What follows belongs to an exercise in optimizing a design on an open flow for small area, a short achievable clock period and few clock cycles; a production flow would make more cautious choices.
In this exercise RTL edits were held to simulation tests only and were not proved equivalent to the original.
Power is estimated from default activity; no workload was simulated.

==> quartz <==
==> flow/design.v (excerpt) <==
module least_served_grant_arbiter_core #(
    parameter int MAX_SLAVES = lsga_pkg::MAX_SLAVES_DEF
) (
    input  logic                 i_clk,
    input  logic                 i_rst_n,
    input  logic                 i_cfg_we,
    input  logic [lsga_pkg::IDX_W-1:0]     i_cfg_wdata,       
    input  logic                 i_s_axis_tvalid,
    output logic                 o_s_axis_tready,
    input  logic [lsga_pkg::S_TDATA_W-1:0] i_s_axis_tdata,    
    input  logic [lsga_pkg::OPCODE_W-1:0]  i_s_axis_tuser,    
    output logic                 o_m_axis_tvalid,
    input  logic                 i_m_axis_tready,
    output logic [lsga_pkg::M_TDATA_W-1:0] o_m_axis_tdata     
);
    localparam int N   = MAX_SLAVES;
    localparam int SW  = lsga_pkg::SERVED_W;
    localparam int BW  = lsga_pkg::BYTES_W;
    localparam int DW  = lsga_pkg::DEST_W;
    localparam int IW  = lsga_pkg::IDX_W;
    localparam logic [IW-1:0] ACT_RST = (N < lsga_pkg::ACTIVE_RESET) ? IW'(N) : IW'(lsga_pkg::ACTIVE_RESET);
    logic [1:0]    w_op;
    logic [IW-1:0] w_idx;
    logic [BW-1:0] w_bytes;
    logic [DW-1:0] w_dest;
    assign w_op    = i_s_axis_tuser;
    assign w_idx   = i_s_axis_tdata[IW-1:0];
    assign w_bytes = i_s_axis_tdata[IW +: BW];
    assign w_dest  = i_s_axis_tdata[IW+BW +: DW];
    logic          r_out_valid;
    logic [22:0]   r_out_data;
    logic [N-1:0]  r_act;        
    logic [N-1:0]  w_flag;
    logic [SW-1:0] w_served [N];
    logic [BW-1:0] w_size [N];
    logic [DW-1:0] w_sdest [N];
    logic [N-1:0]  w_bc_wins;
    logic [N-1:0]  r_g_oh;       
    logic [N-1:0]  r_t_oh;       
    logic [SW-1:0] r_tot;
    logic w_hold, w_accept;
  ...
clock: 5.0 ns
lec_check: 0
cap_margin: 20
core_margin: 2
core_utilization: 45
cts_cluster_diameter: 80
cts_cluster_size: 30
setup_slack_margin: 1.5
slew_margin: 20
run.sh (not shown) runs the stock make flow with config.mk's settings and CLKGATE_MAP_FILE= SYNTH_SCRIPT=/design/flow/synth_recipe.tcl, a recipe that flattens the netlist after the stock synthesis.
==> garnet: changes against quartz <==
--- a/flow/design.v
+++ b/flow/design.v
@@ -272,13 +272,15 @@
             r_t_oh <= r_g_oh;
         end
         r_t_above <= w_g_above;
     end
     always_ff @(posedge i_clk) begin
         r_tot <= w_new_tot;
-        r_g_served <= w_sel_served;      
+        if (w_grant) begin
+            r_g_served <= w_sel_served;
+        end
         if (w_accept) begin
             r_out_data <= w_res;
         end
     end
     assign o_m_axis_tvalid = r_out_valid;
     assign o_m_axis_tdata  = {1'b0, r_out_data};
CTS_CLUSTER_DIAMETER = default   (was 80)
CTS_CLUSTER_SIZE = default   (was 30)
==> raven: changes against quartz <==
--- a/flow/design.v
+++ b/flow/design.v
@@ -239,15 +239,14 @@
             default: w_res = '0;
         endcase
     end
     always_ff @(posedge i_clk) begin
         for (int i = 0; i < N; i++) begin
             for (int j = i + 1; j < N; j++) begin
-                if (w_clr_all || r_t_oh[i] || r_t_oh[j]) begin
-                    r_m[i][j] <= w_clr_all || (r_t_oh[i] && w_bc_wins[j]) || (r_t_oh[j] && !w_bc_wins[i]);
-                end
+                r_m[i][j] <= w_clr_all || (r_t_oh[i] && w_bc_wins[j]) || (r_t_oh[j] && !w_bc_wins[i])
+                             || (!r_t_oh[i] && !r_t_oh[j] && r_m[i][j]);
             end
         end
     end
     always_ff @(posedge i_clk) begin
         if (!i_rst_n) begin
             r_out_valid <= 1'b0;
CORE_UTILIZATION = 55   (was 45)
CTS_CLUSTER_DIAMETER = 70   (was 80)
CTS_CLUSTER_SIZE = 26   (was 30)
PLACE_DENSITY = 0.8   (was default)
SETUP_SLACK_MARGIN = 2.6   (was 1.5)
TNS_END_PERCENT = 0   (was default)
==> comparison <==
The lowest worst hold slack belongs to raven, the highest to quartz. Flip-flop and latch count is the same in quartz and raven. Against garnet, the fmax of quartz is lower by 1.4%. The lowest die area belongs to raven, the highest to garnet. Clock power, lowest first: quartz, raven, garnet. Global-route usage: raven > garnet > quartz. The lowest sequential power belongs to raven, the highest to garnet.
==> figures <==
| quantity | raven | quartz | garnet |
|---|---|---|---|
| Share of the synthesized area in compound gates (AO/OA/AOI/OAI) | 0.224 | 0.202 | 0.211 |
| Worst-skew pair later-pin latency | 0.66 ns | 0.63 ns | 0.68 ns |
| Via Count | 30800 | 28900 | 30400 |
| Area post-placement | 38200 um2 | 39100 um2 | 40100 um2 |
| First-pass GRT wire length | 193 mm | 191 mm | 203 mm |
| Total clock network power | 4.46 mW | 4.15 mW | 6.37 mW |
| CTS clock-pin slew for the worst setup and hold paths | 0.10 ns | 0.11 ns | 0.06 ns |
| Final critical path time including I/O delays and setup | 3.39 ns | 3.51 ns | 3.47 ns |
| Starting DRC count in detailed routing | 5253 | 3928 | 4344 |
| Number of standard cells in the final layout excluding fillers | 4179 | 4294 | 4469 |
| Result of the run | timing/DRC/antenna clean | timing/DRC/antenna clean | timing/DRC/antenna clean |
| Final routed wire length divided by cell count | 32.3 um | 31.1 um | 32.3 um |
| Number of cell instances on the worst register-to-register path | 8 | 11 | 9 |
| Share of synthesized cell area in and, or, nand and nor gates | 0.0992 | 0.0991 | 0.102 |
| Number of signal-net inverters in the final layout | 174 | 157 | 158 |
Testbench counts of quartz, summed over its fixed seeds: cycles 12,129.
Testbench counts of garnet, summed over its fixed seeds: cycles 12,129.
Testbench counts of raven, summed over its fixed seeds: cycles 12,129.

========
==> build 37: inputs <==
Another version of the RTL of least_served_grant_arbiter_core (not shown whole).
clock: 5.0 ns
lec_check: 0
cap_margin: 20
core_margin: 2
core_utilization: 45
cts_cluster_diameter: 70
cts_cluster_size: 26
place_density: 0.75
setup_slack_margin: 2.6
slew_margin: 20
tns_end_percent: 0
==> inputs of trial 43, as changes to build 37 <==
--- a/flow/design.v
+++ b/flow/design.v
@@ -89,59 +89,50 @@
     output logic [lsga_pkg::M_TDATA_W-1:0] o_m_axis_tdata     
 );
     localparam int N   = MAX_SLAVES;
     localparam int SW  = lsga_pkg::SERVED_W;
     localparam int BW  = lsga_pkg::BYTES_W;
     localparam int DW  = lsga_pkg::DEST_W;
     localparam int IW  = lsga_pkg::IDX_W;
     localparam logic [IW-1:0] ACT_RST = (N < lsga_pkg::ACTIVE_RESET) ? IW'(N) : IW'(lsga_pkg::ACTIVE_RESET);
+    logic [1:0]    w_op;
+    logic [IW-1:0] w_idx;
+    logic [BW-1:0] w_bytes;
+    logic [DW-1:0] w_dest;
+    assign w_op    = i_s_axis_tuser;
+    assign w_idx   = i_s_axis_tdata[IW-1:0];
+    assign w_bytes = i_s_axis_tdata[IW +: BW];
+    assign w_dest  = i_s_axis_tdata[IW+BW +: DW];
+    logic          r_out_valid;
+    logic [22:0]   r_out_data;
     logic [N-1:0]  r_act;        
-    logic          r_a_valid;
-    logic [1:0]    r_a_op;
-    logic [IW-1:0] r_a_idx;
-    logic [BW-1:0] r_a_bytes;
-    logic [DW-1:0] r_a_dest;
-    logic          r_a_ok;       
-    logic          r_a_nz;       
-    logic [IW-1:0] w_in_idx;
-    logic [BW-1:0] w_in_bytes;
-    logic [N-1:0]  w_in_dec;
-    assign w_in_idx   = i_s_axis_tdata[IW-1:0];
-    assign w_in_bytes = i_s_axis_tdata[IW +: BW];
-    always_comb begin
-        for (int k = 0; k < N; k++) w_in_dec[k] = (w_in_idx == IW'(k + 1));
-    end
-    logic r_out_valid, r_sk_valid, r_g_sk;
-    logic [22:0] r_out_data, r_sk_data;
     logic [N-1:0]  w_flag;
     logic [SW-1:0] w_served [N];
     logic [BW-1:0] w_size [N];
     logic [DW-1:0] w_sdest [N];
     logic [N-1:0]  w_bc_wins;
     logic [N-1:0]  r_g_oh;       
     logic [N-1:0]  r_t_oh;       
-    logic [N-1:0]  r_t_above;    
     logic [SW-1:0] r_tot;
     logic r_hold;
-    logic w_hold, w_exec, w_take, w_out_free;
+    logic w_hold, w_accept;
     assign w_hold          = r_hold;
-    assign w_exec          = r_a_valid && !w_hold && !r_sk_valid;
-    assign o_s_axis_tready = !r_a_valid || w_exec;
-    assign w_take          = i_s_axis_tvalid && o_s_axis_tready;
-    assign w_out_free      = !r_out_valid || i_m_axis_tready;
+    assign o_s_axis_tready = !w_hold && (!r_out_valid || i_m_axis_tready);
+    assign w_accept        = i_s_axis_tvalid && o_s_axis_tready;
     logic [N-1:0] w_dec;
     always_comb begin
-        for (int k = 0; k < N; k++) w_dec[k] = (r_a_idx == IW'(k + 1));
+        for (int k = 0; k < N; k++) w_dec[k] = (w_idx == IW'(k + 1));
     end
-    logic w_rec_set, w_clr_req, w_clr_all, w_grant;
-    assign w_rec_set = w_exec && (r_a_op == lsga_pkg::OP_RECORD) && r_a_ok && r_a_nz;
-    assign w_clr_req = i_cfg_we || (w_exec && (r_a_op == lsga_pkg::OP_CLR_REQ || r_a_op == lsga_pkg::OP_CLR_ALL));
-    assign w_clr_all = !i_rst_n || i_cfg_we || (w_exec && (r_a_op == lsga_pkg::OP_CLR_ALL));
-    assign w_grant   = w_exec && (r_a_op == lsga_pkg::OP_GRANT);
+    logic w_rec_ok, w_rec_set, w_clr_req, w_clr_all, w_grant;
+    assign w_rec_ok  = |(w_dec & r_act);
+    assign w_rec_set = w_accept && (w_op == lsga_pkg::OP_RECORD) && (w_bytes != '0);
+    assign w_clr_req = i_cfg_we || (w_accept && (w_op == lsga_pkg::OP_CLR_REQ || w_op == lsga_pkg::OP_CLR_ALL));
+    assign w_clr_all = !i_rst_n || i_cfg_we || (w_accept && (w_op == lsga_pkg::OP_CLR_ALL));
+    assign w_grant   = w_accept && (w_op == lsga_pkg::OP_GRANT);
     logic [N-1:0]  r_m [N];
     logic [N-1:0]  w_beats [N];
     logic [N-1:0]  w_win;
     logic          w_any;
     always_comb begin
         for (int i = 0; i < N; i++) begin
             for (int j = 0; j < N; j++) begin
                 if (i < j)       w_beats[i][j] = r_m[i][j];
@@ -149,65 +140,67 @@
                 else             w_beats[i][j] = 1'b1;
             end
         end
         for (int i = 0; i < N; i++) begin
             w_win[i] = w_flag[i] && (&(w_beats[i] | ~w_flag));
         end
     end
     assign w_any = |w_flag;
-    logic [N-1:0]  w_g_above;
+    logic [N-1:0]  w_g_above, r_t_above;
     logic [SW-1:0] w_tot_wd;
     always_comb begin
         w_g_above[0] = 1'b0;
         for (int i = 1; i < N; i++) w_g_above[i] = w_g_above[i-1] | r_g_oh[i-1];
     end
     logic r_clr_pend;
     assign w_tot_wd = r_clr_pend ? '0 : r_tot;
     genvar gk;
     generate
         for (gk = 0; gk < N; gk++) begin : g_cell
             lsga_cell u_cell (
                 .i_clk      (i_clk),
                 .i_rst_n    (i_rst_n),
                 .i_clr_flag (w_clr_req),
-                .i_rec      (w_rec_set && w_dec[gk]),
+                .i_rec      (w_rec_set && w_dec[gk] && r_act[gk]),
                 .i_win      (w_grant && w_win[gk]),
                 .i_tot_we   (r_clr_pend || r_t_oh[gk]),
-                .i_bytes    (r_a_bytes),
-                .i_dest     (r_a_dest),
+                .i_bytes    (w_bytes),
+                .i_dest     (w_dest),
                 .i_tot_wd   (w_tot_wd),
                 .i_tot      (r_tot),
                 .i_tie      (r_t_above[gk]),
                 .o_flag     (w_flag[gk]),
                 .o_served   (w_served[gk]),
                 .o_size     (w_size[gk]),
                 .o_dest     (w_sdest[gk]),
                 .o_bc_wins  (w_bc_wins[gk])
             );
         end
     endgenerate
-    logic [SW-1:0] w_sel_served, r_g_served;
     logic [BW-1:0] w_sel_size;
     logic [DW-1:0] w_sel_dest;
     logic [IW-1:0] w_sel_idx;
     always_comb begin
-        w_sel_served = '0;
-        w_sel_size   = '0;
-        w_sel_dest   = '0;
-        w_sel_idx    = '0;
+        w_sel_size = '0;
+        w_sel_dest = '0;
+        w_sel_idx  = '0;
         for (int i = 0; i < N; i++) begin
-            w_sel_served |= {SW{w_win[i]}} & w_served[i];
-            w_sel_size   |= {BW{w_win[i]}} & w_size[i];
-            w_sel_dest   |= {DW{w_win[i]}} & w_sdest[i];
-            w_sel_idx    |= {IW{w_win[i]}} & IW'(i + 1);
+            w_sel_size |= {BW{w_win[i]}} & w_size[i];
+            w_sel_dest |= {DW{w_win[i]}} & w_sdest[i];
+            w_sel_idx  |= {IW{w_win[i]}} & IW'(i + 1);
         end
     end
+    logic [SW-1:0] w_sel_served, r_g_served;
+    always_comb begin
+        w_sel_served = '0;
+        for (int i = 0; i < N; i++) w_sel_served |= {SW{w_win[i]}} & w_served[i];
+    end
     logic [BW-1:0] w_g_size;
-    assign w_g_size = r_g_sk ? r_sk_data[16:5] : r_out_data[16:5];
+    assign w_g_size = r_out_data[16:5];
     logic [BW-1:0] w_lo_g, w_lo_p, w_lo_cg, w_lo_cp;
     logic [BW:0]   w_lo_c;
     logic [BW-1:0] w_lo_sum;
     logic [SW-BW-1:0] w_hi, w_hi_t, w_hi_inc;
     logic [SW-1:0] w_new_tot;
     always_comb begin
         w_lo_g = r_g_served[BW-1:0] & w_g_size;
         w_lo_p = r_g_served[BW-1:0] ^ w_g_size;
@@ -228,20 +221,20 @@
         w_hi_inc = w_hi ^ w_hi_t;
         if (w_lo_c[BW] && (&w_hi)) w_new_tot = '1;
         else if (w_lo_c[BW])       w_new_tot = {w_hi_inc, w_lo_sum};
         else                       w_new_tot = {w_hi, w_lo_sum};
     end
     logic [22:0] w_res;
     always_comb begin
         w_res = '0;
-        unique case (r_a_op)
+        unique case (w_op)
             lsga_pkg::OP_RECORD: begin
-                w_res[21] = w_any || (r_a_ok && r_a_nz);
-                w_res[22] = !r_a_ok;
+                w_res[21] = w_any || (w_rec_ok && (w_bytes != '0));
+                w_res[22] = !w_rec_ok;
             end
             lsga_pkg::OP_GRANT: begin
                 w_res[0]     = w_any;
                 w_res[4:1]   = w_sel_idx;
                 w_res[16:5]  = w_sel_size;
                 w_res[20:17] = w_sel_dest;
                 w_res[21]    = |(w_flag & ~w_win);
             end
@@ -253,68 +246,43 @@
             for (int j = i + 1; j < N; j++) begin
                 r_m[i][j] <= r_clr_pend || (r_t_oh[i] && w_bc_wins[j]) || (r_t_oh[j] && !w_bc_wins[i])
                              || (!r_t_oh[i] && !r_t_oh[j] && r_m[i][j]);
             end
         end
     end
     always_ff @(posedge i_clk) begin
         if (!i_rst_n) begin
-            r_a_valid   <= 1'b0;
             r_out_valid <= 1'b0;
-            r_sk_valid  <= 1'b0;
             for (int k = 0; k < N; k++) r_act[k] <= (k + 1 <= ACT_RST);
         end else begin
-            if (w_take) begin
-                r_a_valid <= 1'b1;
-            end else if (w_exec) begin
-                r_a_valid <= 1'b0;
-            end
-            if (w_exec) begin
+            if (w_accept) begin
                 r_out_valid <= 1'b1;
-                r_sk_valid  <= !w_out_free;
             end else if (i_m_axis_tready) begin
-                r_out_valid <= r_sk_valid;
-                r_sk_valid  <= 1'b0;
+                r_out_valid <= 1'b0;
             end
             if (i_cfg_we) begin
                 for (int k = 0; k < N; k++) r_act[k] <= (IW'(k + 1) <= i_cfg_wdata);
             end
         end
     end
     always_ff @(posedge i_clk) begin
-        if (w_take) begin
-            r_a_op    <= i_s_axis_tuser;
-            r_a_idx   <= w_in_idx;
-            r_a_bytes <= w_in_bytes;
-            r_a_dest  <= i_s_axis_tdata[IW+BW +: DW];
-            r_a_ok    <= |(w_in_dec & r_act);
-            r_a_nz    <= (w_in_bytes != '0);
-        end
-    end
-    always_ff @(posedge i_clk) begin
         if (w_clr_all) begin
             r_g_oh <= '0;
             r_t_oh <= '0;
         end else begin
             r_g_oh <= w_grant ? w_win : '0;
             r_t_oh <= r_g_oh;
         end
         r_t_above <= w_g_above;
         r_clr_pend <= w_clr_all;
-        r_hold    <= !w_clr_all && w_rec_set && |(w_dec & r_g_oh);
+        r_hold     <= i_rst_n && !i_cfg_we && w_rec_set && |(w_dec & r_act & r_g_oh);
     end
     always_ff @(posedge i_clk) begin
         r_tot <= w_new_tot;
         r_g_served <= w_sel_served;      
-        if (w_exec && w_out_free) begin
+        if (w_accept) begin
             r_out_data <= w_res;
-        end else if (r_sk_valid && i_m_axis_tready) begin
-            r_out_data <= r_sk_data;
-        end
-        if (w_exec && !w_out_free) begin
-            r_sk_data <= w_res;
         end
-        r_g_sk <= !w_out_free;
     end
     assign o_m_axis_tvalid = r_out_valid;
     assign o_m_axis_tdata  = {1'b0, r_out_data};
 endmodule
==> flow/config.mk (replaced) <==
export PLATFORM = sky130hd
export DESIGN_NAME = least_served_grant_arbiter_core
export DESIGN_NICKNAME = least_served_grant_arbiter_core
export VERILOG_FILES = /design/flow/design.v
export SDC_FILE = /design/flow/constraint.sdc
export NUM_CORES = 4
export LEC_CHECK = 0
export CAP_MARGIN = 20
export CORE_MARGIN = 2
export CORE_UTILIZATION = 40
export CTS_CLUSTER_DIAMETER = 70
export CTS_CLUSTER_SIZE = 26
export PLACE_DENSITY = 0.75
export SETUP_SLACK_MARGIN = 2.6
export SLEW_MARGIN = 20
export TNS_END_PERCENT = 0
==> inputs of build 32, as changes to build 37 <==
--- a/flow/design.v
+++ b/flow/design.v
@@ -116,19 +116,18 @@
     logic [SW-1:0] w_served [N];
     logic [BW-1:0] w_size [N];
     logic [DW-1:0] w_sdest [N];
     logic [N-1:0]  w_bc_wins;
     logic [N-1:0]  r_g_oh;       
     logic [N-1:0]  r_t_oh;       
     logic [N-1:0]  r_t_above;    
     logic [SW-1:0] r_tot;
-    logic r_hold;
     logic w_hold, w_exec, w_take, w_out_free;
-    assign w_hold          = r_hold;
+    assign w_hold          = |(r_t_oh & w_flag);
     assign w_exec          = r_a_valid && !w_hold && !r_sk_valid;
     assign o_s_axis_tready = !r_a_valid || w_exec;
     assign w_take          = i_s_axis_tvalid && o_s_axis_tready;
     assign w_out_free      = !r_out_valid || i_m_axis_tready;
     logic [N-1:0] w_dec;
     always_comb begin
         for (int k = 0; k < N; k++) w_dec[k] = (r_a_idx == IW'(k + 1));
     end
@@ -155,28 +154,27 @@
     end
     assign w_any = |w_flag;
     logic [N-1:0]  w_g_above;
     logic [SW-1:0] w_tot_wd;
     always_comb begin
         w_g_above[0] = 1'b0;
         for (int i = 1; i < N; i++) w_g_above[i] = w_g_above[i-1] | r_g_oh[i-1];
     end
-    logic r_clr_pend;
-    assign w_tot_wd = r_clr_pend ? '0 : r_tot;
+    assign w_tot_wd = w_clr_all ? '0 : r_tot;
     genvar gk;
     generate
         for (gk = 0; gk < N; gk++) begin : g_cell
             lsga_cell u_cell (
                 .i_clk      (i_clk),
                 .i_rst_n    (i_rst_n),
                 .i_clr_flag (w_clr_req),
                 .i_rec      (w_rec_set && w_dec[gk]),
                 .i_win      (w_grant && w_win[gk]),
-                .i_tot_we   (r_clr_pend || r_t_oh[gk]),
+                .i_tot_we   (w_clr_all || r_t_oh[gk]),
                 .i_bytes    (r_a_bytes),
                 .i_dest     (r_a_dest),
                 .i_tot_wd   (w_tot_wd),
                 .i_tot      (r_tot),
                 .i_tie      (r_t_above[gk]),
                 .o_flag     (w_flag[gk]),
                 .o_served   (w_served[gk]),
                 .o_size     (w_size[gk]),
@@ -246,18 +244,19 @@
                 w_res[21]    = |(w_flag & ~w_win);
             end
             default: w_res = '0;
         endcase
     end
     always_ff @(posedge i_clk) begin
         for (int i = 0; i < N; i++) begin
             for (int j = i + 1; j < N; j++) begin
-                r_m[i][j] <= r_clr_pend || (r_t_oh[i] && w_bc_wins[j]) || (r_t_oh[j] && !w_bc_wins[i])
-                             || (!r_t_oh[i] && !r_t_oh[j] && r_m[i][j]);
+                if (w_clr_all || r_t_oh[i] || r_t_oh[j]) begin
+                    r_m[i][j] <= w_clr_all || (r_t_oh[i] && w_bc_wins[j]) || (r_t_oh[j] && !w_bc_wins[i]);
+                end
             end
         end
     end
     always_ff @(posedge i_clk) begin
         if (!i_rst_n) begin
             r_a_valid   <= 1'b0;
             r_out_valid <= 1'b0;
             r_sk_valid  <= 1'b0;
@@ -294,22 +293,22 @@
         if (w_clr_all) begin
             r_g_oh <= '0;
             r_t_oh <= '0;
         end else begin
             r_g_oh <= w_grant ? w_win : '0;
             r_t_oh <= r_g_oh;
         end
         r_t_above <= w_g_above;
-        r_clr_pend <= w_clr_all;
-        r_hold    <= !w_clr_all && w_rec_set && |(w_dec & r_g_oh);
     end
     always_ff @(posedge i_clk) begin
         r_tot <= w_new_tot;
-        r_g_served <= w_sel_served;      
+        if (w_grant) begin
+            r_g_served <= w_sel_served;
+        end
         if (w_exec && w_out_free) begin
             r_out_data <= w_res;
         end else if (r_sk_valid && i_m_axis_tready) begin
             r_out_data <= r_sk_data;
         end
         if (w_exec && !w_out_free) begin
             r_sk_data <= w_res;
         end
==> flow/config.mk (replaced) <==
export PLATFORM = sky130hd
export DESIGN_NAME = least_served_grant_arbiter_core
export DESIGN_NICKNAME = least_served_grant_arbiter_core
export VERILOG_FILES = /design/flow/design.v
export SDC_FILE = /design/flow/constraint.sdc
export NUM_CORES = 4
export LEC_CHECK = 0
export CAP_MARGIN = 20
export CORE_MARGIN = 2
export CORE_UTILIZATION = 45
export SETUP_SLACK_MARGIN = 2.0
export SLEW_MARGIN = 20
==> metrics.cfg <==
[outcome]
status=complete, no violations

[global_route]
grt_util_met3_pct=7.21
met1_usage_pct=35.6
grt_max_degree=64

[floorplanning]
dieHeight_um=309

-- figures above: trial 43

==> metrics.cfg <==
[outcome]
status=complete, no violations

[global_route]
grt_util_met3_pct=6.72
met1_usage_pct=45.4
grt_max_degree=54

[floorplanning]
dieHeight_um=299

-- figures above: build 32

==> metrics.cfg <==
[logic_synthesis]
synth.net_count=3395

[worst_setup_path]
crit_slowest_cell=nor4_4
r2r_cells=9

[global_route]
met1_usage_pct=38.7
grt_util_met3_pct=7.31
grt_max_degree=83

[hold_path]
holdPathStages=0

[outcome]
status=complete, no violations

-- figures above: build 37

Testbench counts of build 37, summed over its fixed seeds: cycles 12,137.
Testbench counts of trial 43, summed over its fixed seeds: cycles 12,129.
Testbench counts of build 32, summed over its fixed seeds: cycles 12,137.

[re-timing with driven ports]
Ports are ideal in the flow. The routed layouts listed here were re-timed in OpenROAD.
Step 1: set_driving_cell puts a clkbuf_16 on i_clk and a buf_2 on each other input, an assumption about the parent block.
Step 2 also shifts input and output timing later by t, the mid clock arrival at the registers, as if the neighbouring blocks saw the same clock.
Three values: ideal ports, drivers, drivers and shift; two values: the first two.
run	shift t [ns]	setup slack, ns	hold WS [ns]	worst slew at a driven data input, ns	cell pins on the clock port's net
quartz	0.685	1.486 / 1.486 / 0.942	0.395 / 0.395 / 0.395	0.05	1
garnet	0.732	1.534 / 1.534 / 0.870	0.394 / 0.394 / 0.394	0.06	1
raven	0.706	1.607 / 1.607 / 0.958	0.372 / 0.372 / 0.372	0.07	1
build 37	0.706	1.581 / 1.581 / 1.581	0.435 / 0.435 / 0.435	0.04	1
trial 43	0.693	2.011 / 2.011 / 1.485	0.367 / 0.367 / 0.367	0.06	1
build 32	0.741	1.651 / 1.651 / 1.379	0.397 / 0.397 / 0.397	0.04	1
After both steps setup and hold are still met in every run listed. For garnet, which loses most, drivers alone change the setup slack by 0.000 ns; drivers and shift together by -0.664 ns.
